Context: an optimization exercise on an open-source flow, tuned for small area and a short achievable clock period. The choices shown serve that exercise and are no tape-out recipe.
Function was checked by simulation only, so behaviour that the tests miss may differ from the original.
Power is estimated from default activity; no workload was simulated.

==> build 40: inputs <==
==> flow/design.v <==
module vga_pixel_fifo #(
    parameter  int WIDTH     = 24,
    parameter  int DEPTH     = 64,
    parameter  int AF_THRESH = 48,
    localparam int AW        = $clog2(DEPTH),
    localparam int LW        = AW + 1,
    localparam int NS        = DEPTH,
    localparam int NA        = 8,
    localparam int NB        = NS / NA
) (
    input  logic             clk,
    input  logic             rst,
    input  logic             flush,
    input  logic             wr_en,
    input  logic [WIDTH-1:0] wr_data,
    input  logic             rd_en,
    output logic [WIDTH-1:0] pixel_out,
    output logic             fifo_empty,
    output logic             fifo_full,
    output logic             almost_full,
    output logic [LW-1:0]    level,
    output logic             overflow,
    output logic             underflow
);
    logic [WIDTH-1:0] mem_r [NS];
    logic [NA-1:0]    wr_a_r;        
    logic [NB-1:0]    wr_b_r;        
    logic [NS-1:0]    rd_sel_r;      
    logic [NS-1:0]    rd_sel2_r;     
    logic [LW-1:0]    level_r;
    logic [WIDTH-1:0] head_r;
    logic             empty_r;       
    logic             full_r;        
    logic             ne_r;          
    logic             nf_r;          
    logic             low_r;         
    logic             ge2_r;         
    logic             mid_r;         
    logic             almost_full_r;
    logic             overflow_r;
    logic             underflow_r;
    logic             pop_s;
    logic             push_s;
    logic             mem_we_s;
    logic             head_we_s;
    logic             up_s;
    logic             dn_s;
    logic [LW-1:0]    level_next_s;
    logic             head_rd_s;     
    logic [WIDTH-1:0] head_oth_s;    
    logic [WIDTH-1:0] head_next_s;
    always_comb begin
        pop_s     = rd_en & ne_r;
        push_s    = wr_en & (nf_r | rd_en);
        mem_we_s  = wr_en & (rd_en ? ge2_r : mid_r);
        head_we_s = ne_r ? rd_en : wr_en;
        head_rd_s = rd_en & ge2_r;
        head_oth_s = (head_we_s & low_r) ? wr_data : head_r;
        up_s      = push_s & ~pop_s;
        dn_s      = pop_s & ~push_s;
        if (up_s)      level_next_s = level_r + LW'(1);
        else if (dn_s) level_next_s = level_r - LW'(1);
        else           level_next_s = level_r;
    end
    for (genvar b = 0; b < WIDTH; b++) begin : g_rd
        logic [NS-1:0] s_x;
        assign s_x = (b < WIDTH / 2) ? rd_sel_r : rd_sel2_r;
        logic [NS-1:0] d_x;
        logic [7:0]    l2;           
        logic [3:0]    l3_n;         
        for (genvar k = 0; k < NS; k++) begin : g_d
            assign d_x[k] = mem_r[k][b];
        end
        for (genvar j = 0; j < 8; j++) begin : g_l2
            vga_pixel_fifo_ao8 u_ao (.s(s_x[8*j +: 8]), .d(d_x[8*j +: 8]), .y(l2[j]));
        end
        for (genvar j = 0; j < 4; j++) begin : g_l3
            vga_pixel_fifo_nor2 u_nor (.a(l2[2*j]), .b(l2[2*j+1]), .y(l3_n[j]));
        end
        vga_pixel_fifo_hmux u_l4 (
            .a(l3_n), .s(head_rd_s), .o(head_oth_s[b]), .y(head_next_s[b]));
    end
    always_ff @(posedge clk) begin
        for (int i = 0; i < NS; i++) begin
            if (wr_a_r[i % NA] && wr_b_r[i / NA]) begin
                mem_r[i] <= wr_data;
            end
        end
    end
    always_ff @(posedge clk or negedge rst) begin
        if (!rst) begin
            head_r <= {WIDTH{1'b0}};
        end else begin
            head_r <= head_next_s;
        end
    end
    always_ff @(posedge clk or negedge rst) begin
        if (!rst) begin
            wr_a_r        <= NA'(1);
            wr_b_r        <= NB'(1);
            rd_sel_r      <= NS'(1);
            rd_sel2_r     <= NS'(1);
            level_r       <= {LW{1'b0}};
            empty_r       <= 1'b1;
            full_r        <= 1'b0;
            ne_r          <= 1'b0;
            nf_r          <= 1'b1;
            low_r         <= 1'b1;
            ge2_r         <= 1'b0;
            mid_r         <= 1'b0;
            almost_full_r <= 1'b0;
            overflow_r    <= 1'b0;
            underflow_r   <= 1'b0;
        end else if (flush) begin
            wr_a_r        <= NA'(1);
            wr_b_r        <= NB'(1);
            rd_sel_r      <= NS'(1);
            rd_sel2_r     <= NS'(1);
            level_r       <= {LW{1'b0}};
            empty_r       <= 1'b1;
            full_r        <= 1'b0;
            ne_r          <= 1'b0;
            nf_r          <= 1'b1;
            low_r         <= 1'b1;
            ge2_r         <= 1'b0;
            mid_r         <= 1'b0;
            almost_full_r <= 1'b0;
            overflow_r    <= 1'b0;
            underflow_r   <= 1'b0;
        end else begin
            if (mem_we_s) begin
                wr_a_r <= {wr_a_r[NA-2:0], wr_a_r[NA-1]};
                if (wr_a_r[NA-1]) wr_b_r <= {wr_b_r[NB-2:0], wr_b_r[NB-1]};
            end
            if (rd_en & ge2_r) begin
                rd_sel_r  <= {rd_sel_r[NS-2:0], rd_sel_r[NS-1]};
                rd_sel2_r <= {rd_sel2_r[NS-2:0], rd_sel2_r[NS-1]};
            end
            level_r       <= level_next_s;
            empty_r       <= (level_next_s == LW'(0));
            full_r        <= (level_next_s == LW'(DEPTH));
            ne_r          <= (level_next_s != LW'(0));
            nf_r          <= (level_next_s != LW'(DEPTH));
            low_r         <= (level_next_s <= LW'(1));
            ge2_r         <= (level_next_s >= LW'(2));
            mid_r         <= (level_next_s != LW'(0)) && (level_next_s != LW'(DEPTH));
            almost_full_r <= (level_next_s >= LW'(AF_THRESH));
            overflow_r    <= overflow_r | (wr_en & ~nf_r & ~rd_en);
            underflow_r   <= underflow_r | (rd_en & ~ne_r);
        end
    end
    assign pixel_out   = head_r;
    assign fifo_empty  = empty_r;
    assign fifo_full   = full_r;
    assign almost_full = almost_full_r;
    assign level       = level_r;
    assign overflow    = overflow_r;
    assign underflow   = underflow_r;
endmodule
module vga_pixel_fifo_ao8 (
    input  logic [7:0] s,
    input  logic [7:0] d,
    output logic       y
);
    assign y = |(s & d);
endmodule
module vga_pixel_fifo_nor2 (
    input  logic a, b,
    output logic y
);
    assign y = ~(a | b);
endmodule
module vga_pixel_fifo_hmux (
    input  logic [3:0] a,
    input  logic       s,
    input  logic       o,
    output logic       y
);
    assign y = s ? ~(&a) : o;
endmodule
==> flow/flow/run.sh <==
#!/bin/bash
# Standard ORFS layout, with two changes:
#  - clock tree: no dummy loads, sink clusters of 25 within 80 um;
#  - port buffers: buf_4, not the default pick (a slow delay buffer).
set -euo pipefail
export CTS_ARGS="-sink_clustering_enable -repair_clock_nets -dont_use_dummy_load -sink_clustering_size 25 -sink_clustering_max_diameter 80"
export BUFFER_PORTS_ARGS="-buffer_cell sky130_fd_sc_hd__buf_4"
bash standard.sh > standard.log 2>&1
==> flow/standard.sh <==
#!/bin/bash
# synth_recipe.tcl (not shown) runs the flow's synth.tcl, then flattens the netlist and writes it again
# the make line also repeats each setting of config.mk as NAME=value (left out here)
make -C /OpenROAD-flow-scripts/flow DESIGN_CONFIG=/design/flow/config.mk WORK_HOME=/design/flow/orfs CLKGATE_MAP_FILE= SYNTH_SCRIPT=/design/flow/synth_recipe.tcl "${@:-finish}"
==> flow/config.mk <==
export PLATFORM = sky130hd
export DESIGN_NAME = vga_pixel_fifo
export DESIGN_NICKNAME = vga_pixel_fifo
export VERILOG_FILES = /design/flow/design.v
export SDC_FILE = /design/flow/constraint.sdc
export NUM_CORES = 4
export LEC_CHECK = 0
export CAP_MARGIN = 20
export CORE_ASPECT_RATIO = 0.5
export CORE_MARGIN = 2
export CORE_UTILIZATION = 62
export PLACE_DENSITY = 0.72
export SETUP_SLACK_MARGIN = 1.6
export SLEW_MARGIN = 20
export SYNTH_HIERARCHICAL = 1
export SYNTH_MINIMUM_KEEP_SIZE = 0
==> flow/constraint.sdc <==
create_clock -name core_clock -period 3.3 [get_ports {clk}]
set_input_delay 0.6600 -clock core_clock [delete_from_list [all_inputs] [get_ports {clk}]]
set_output_delay 0.6600 -clock core_clock [all_outputs]
set_load 0.01 [all_outputs]
==> trial 13: changes against build 40 <==
==> flow/design.v (replaced) <==
module vga_pixel_fifo #(
    parameter  int WIDTH     = 24,
    parameter  int DEPTH     = 64,
    parameter  int AF_THRESH = 48,
    localparam int AW        = $clog2(DEPTH),
    localparam int LW        = AW + 1,
    localparam int NS        = DEPTH - 1
) (
    input  logic             clk,
    input  logic             rst,
    input  logic             flush,
    input  logic             wr_en,
    input  logic [WIDTH-1:0] wr_data,
    input  logic             rd_en,
    output logic [WIDTH-1:0] pixel_out,
    output logic             fifo_empty,
    output logic             fifo_full,
    output logic             almost_full,
    output logic [LW-1:0]    level,
    output logic             overflow,
    output logic             underflow
);
    logic [WIDTH-1:0] mem_r [NS];
    logic [AW-1:0]    wr_ptr_r;
    logic [NS-1:0]    rd_sel_r;      
    logic [LW-1:0]    level_r;
    logic [WIDTH-1:0] head_r;
    logic             empty_r;       
    logic             one_r;         
    logic             full_r;        
    logic             almost_full_r;
    logic             overflow_r;
    logic             underflow_r;
    logic             pop_s;
    logic             push_s;
    logic             mem_we_s;
    logic             head_we_s;
    logic             up_s;
    logic             dn_s;
    logic [LW-1:0]    level_next_s;
    logic [WIDTH-1:0] rd_data_s;
    always_comb begin
        pop_s     = rd_en & ~empty_r;
        push_s    = wr_en & (~full_r | rd_en);
        mem_we_s  = push_s & ~empty_r & ~(one_r & rd_en);
        head_we_s = pop_s | (wr_en & empty_r);
        up_s      = push_s & ~pop_s;
        dn_s      = pop_s & ~push_s;
        if (up_s)      level_next_s = level_r + LW'(1);
        else if (dn_s) level_next_s = level_r - LW'(1);
        else           level_next_s = level_r;
    end
    always_comb begin
        rd_data_s = {WIDTH{1'b0}};
        for (int i = 0; i < NS; i++) begin
            rd_data_s = rd_data_s | ({WIDTH{rd_sel_r[i]}} & mem_r[i]);
        end
    end
    always_ff @(posedge clk) begin
        for (int i = 0; i < NS; i++) begin
            if (mem_we_s && wr_ptr_r == AW'(i)) begin
                mem_r[i] <= wr_data;
            end
        end
    end
    always_ff @(posedge clk) begin
        if (head_we_s) begin
            head_r <= (empty_r | one_r) ? wr_data : rd_data_s;
        end
    end
    always_ff @(posedge clk or negedge rst) begin
        if (!rst) begin
            wr_ptr_r      <= {AW{1'b0}};
            rd_sel_r      <= NS'(1);
            level_r       <= {LW{1'b0}};
            empty_r       <= 1'b1;
            one_r         <= 1'b0;
            full_r        <= 1'b0;
            almost_full_r <= 1'b0;
            overflow_r    <= 1'b0;
            underflow_r   <= 1'b0;
        end else if (flush) begin
            wr_ptr_r      <= {AW{1'b0}};
            rd_sel_r      <= NS'(1);
            level_r       <= {LW{1'b0}};
            empty_r       <= 1'b1;
            one_r         <= 1'b0;
            full_r        <= 1'b0;
            almost_full_r <= 1'b0;
            overflow_r    <= 1'b0;
            underflow_r   <= 1'b0;
        end else begin
            if (mem_we_s) wr_ptr_r <= (wr_ptr_r == AW'(NS - 1)) ? {AW{1'b0}} : wr_ptr_r + AW'(1);
            if (pop_s & ~one_r) rd_sel_r <= {rd_sel_r[NS-2:0], rd_sel_r[NS-1]};
            level_r       <= level_next_s;
            empty_r       <= (level_next_s == LW'(0));
            one_r         <= (level_next_s == LW'(1));
            full_r        <= (level_next_s == LW'(DEPTH));
            almost_full_r <= (level_next_s >= LW'(AF_THRESH));
            overflow_r    <= overflow_r | (wr_en & full_r & ~rd_en);
            underflow_r   <= underflow_r | (rd_en & empty_r);
        end
    end
    assign pixel_out   = head_r;
    assign fifo_empty  = empty_r;
    assign fifo_full   = full_r;
    assign almost_full = almost_full_r;
    assign level       = level_r;
    assign overflow    = overflow_r;
    assign underflow   = underflow_r;
endmodule
==> flow/run.sh (new file) <==
#!/bin/bash
# synth_recipe.tcl (not shown) runs the flow's synth.tcl, then flattens the netlist and writes it again
# the make line also repeats each setting of config.mk as NAME=value (left out here)
make -C /OpenROAD-flow-scripts/flow DESIGN_CONFIG=/design/flow/config.mk WORK_HOME=/design/flow/orfs CLKGATE_MAP_FILE= SYNTH_SCRIPT=/design/flow/synth_recipe.tcl finish
Settings changed: ABC_CLOCK_PERIOD_IN_PS set to 2200, CORE_ASPECT_RATIO 0.5 to not set, CORE_UTILIZATION 62 to 55, PLACE_DENSITY 0.72 to 0.65, SETUP_SLACK_MARGIN 1.6 to 0.9, SYNTH_HIERARCHICAL 1 to not set, SYNTH_MINIMUM_KEEP_SIZE 0 to not set, TNS_END_PERCENT set to 100.
removed: flow/flow/run.sh
removed: flow/standard.sh
==> run summary <==
	build 40	trial 13
FILL cells	6,036	6,773
GPL Wtd Cong	0.855	1.03
Top-area cell type share of the netlist area	74.5%	79.1%
Overall die height	227 um	330 um
Net switching power figure	0.00825 W	0.00992 W
Portion of netlist area occupied by mux cells	0.697%	0.0365%
Status	no timing/DRC/antenna violations	no timing/DRC/antenna violations
Post-Synthesis Cell Area	61,900 um^2	58,300 um^2
Total placed cells including tap cells	4,910	4,713
Xor and xnor area share after synthesis	0.0566%	0.0150%
Count of cells along the worst register-to-register path	6	7
Synth Instances	3,485	3,145
Initial DRT Pass Iterations	6	7
Post-placement setup slack	0.854 ns	0.188 ns
First element of the critical path	level_r[1]$_DFF_PN0_	rd_sel_r[1]$_DFFE_PN0P_
Worst setup slack after layout	1.27 ns	0.712 ns
Antenna Cells	4	17

[port drivers added, routing unchanged]
The flow's constraints put no driver on any port. The routed layouts listed below were extracted and timed again, unchanged, in two steps. Step 1 assumes that a clkbuf_16 drives the clock port and a buf_2 every other input. Step 2 moves the port delays by t, midway between the first and last clock arrival at a register: inputs arrive t later, outputs are due t later. That takes back most of the time a late clock gives input paths. Three values: no drivers, after step 1, after step 2; two values: the first two.
run | shift t [ns] | setup slack, ns | hold slack, ns | worst setup path after step 2 | cell pins on the clock port's net
build 40 | 0.740 | 1.267 / 1.253 / 0.808 | 0.394 / 0.354 / 0.542 | input to register | 1
trial 13 | 0.852 | 0.712 / 0.712 / 0.179 | 0.305 / 0.260 / 0.497 | input to register | 1
After both steps every run listed still meets setup and hold. For trial 13, which loses most, drivers alone change the setup slack by 0.000 ns; drivers and shift together by -0.533 ns.
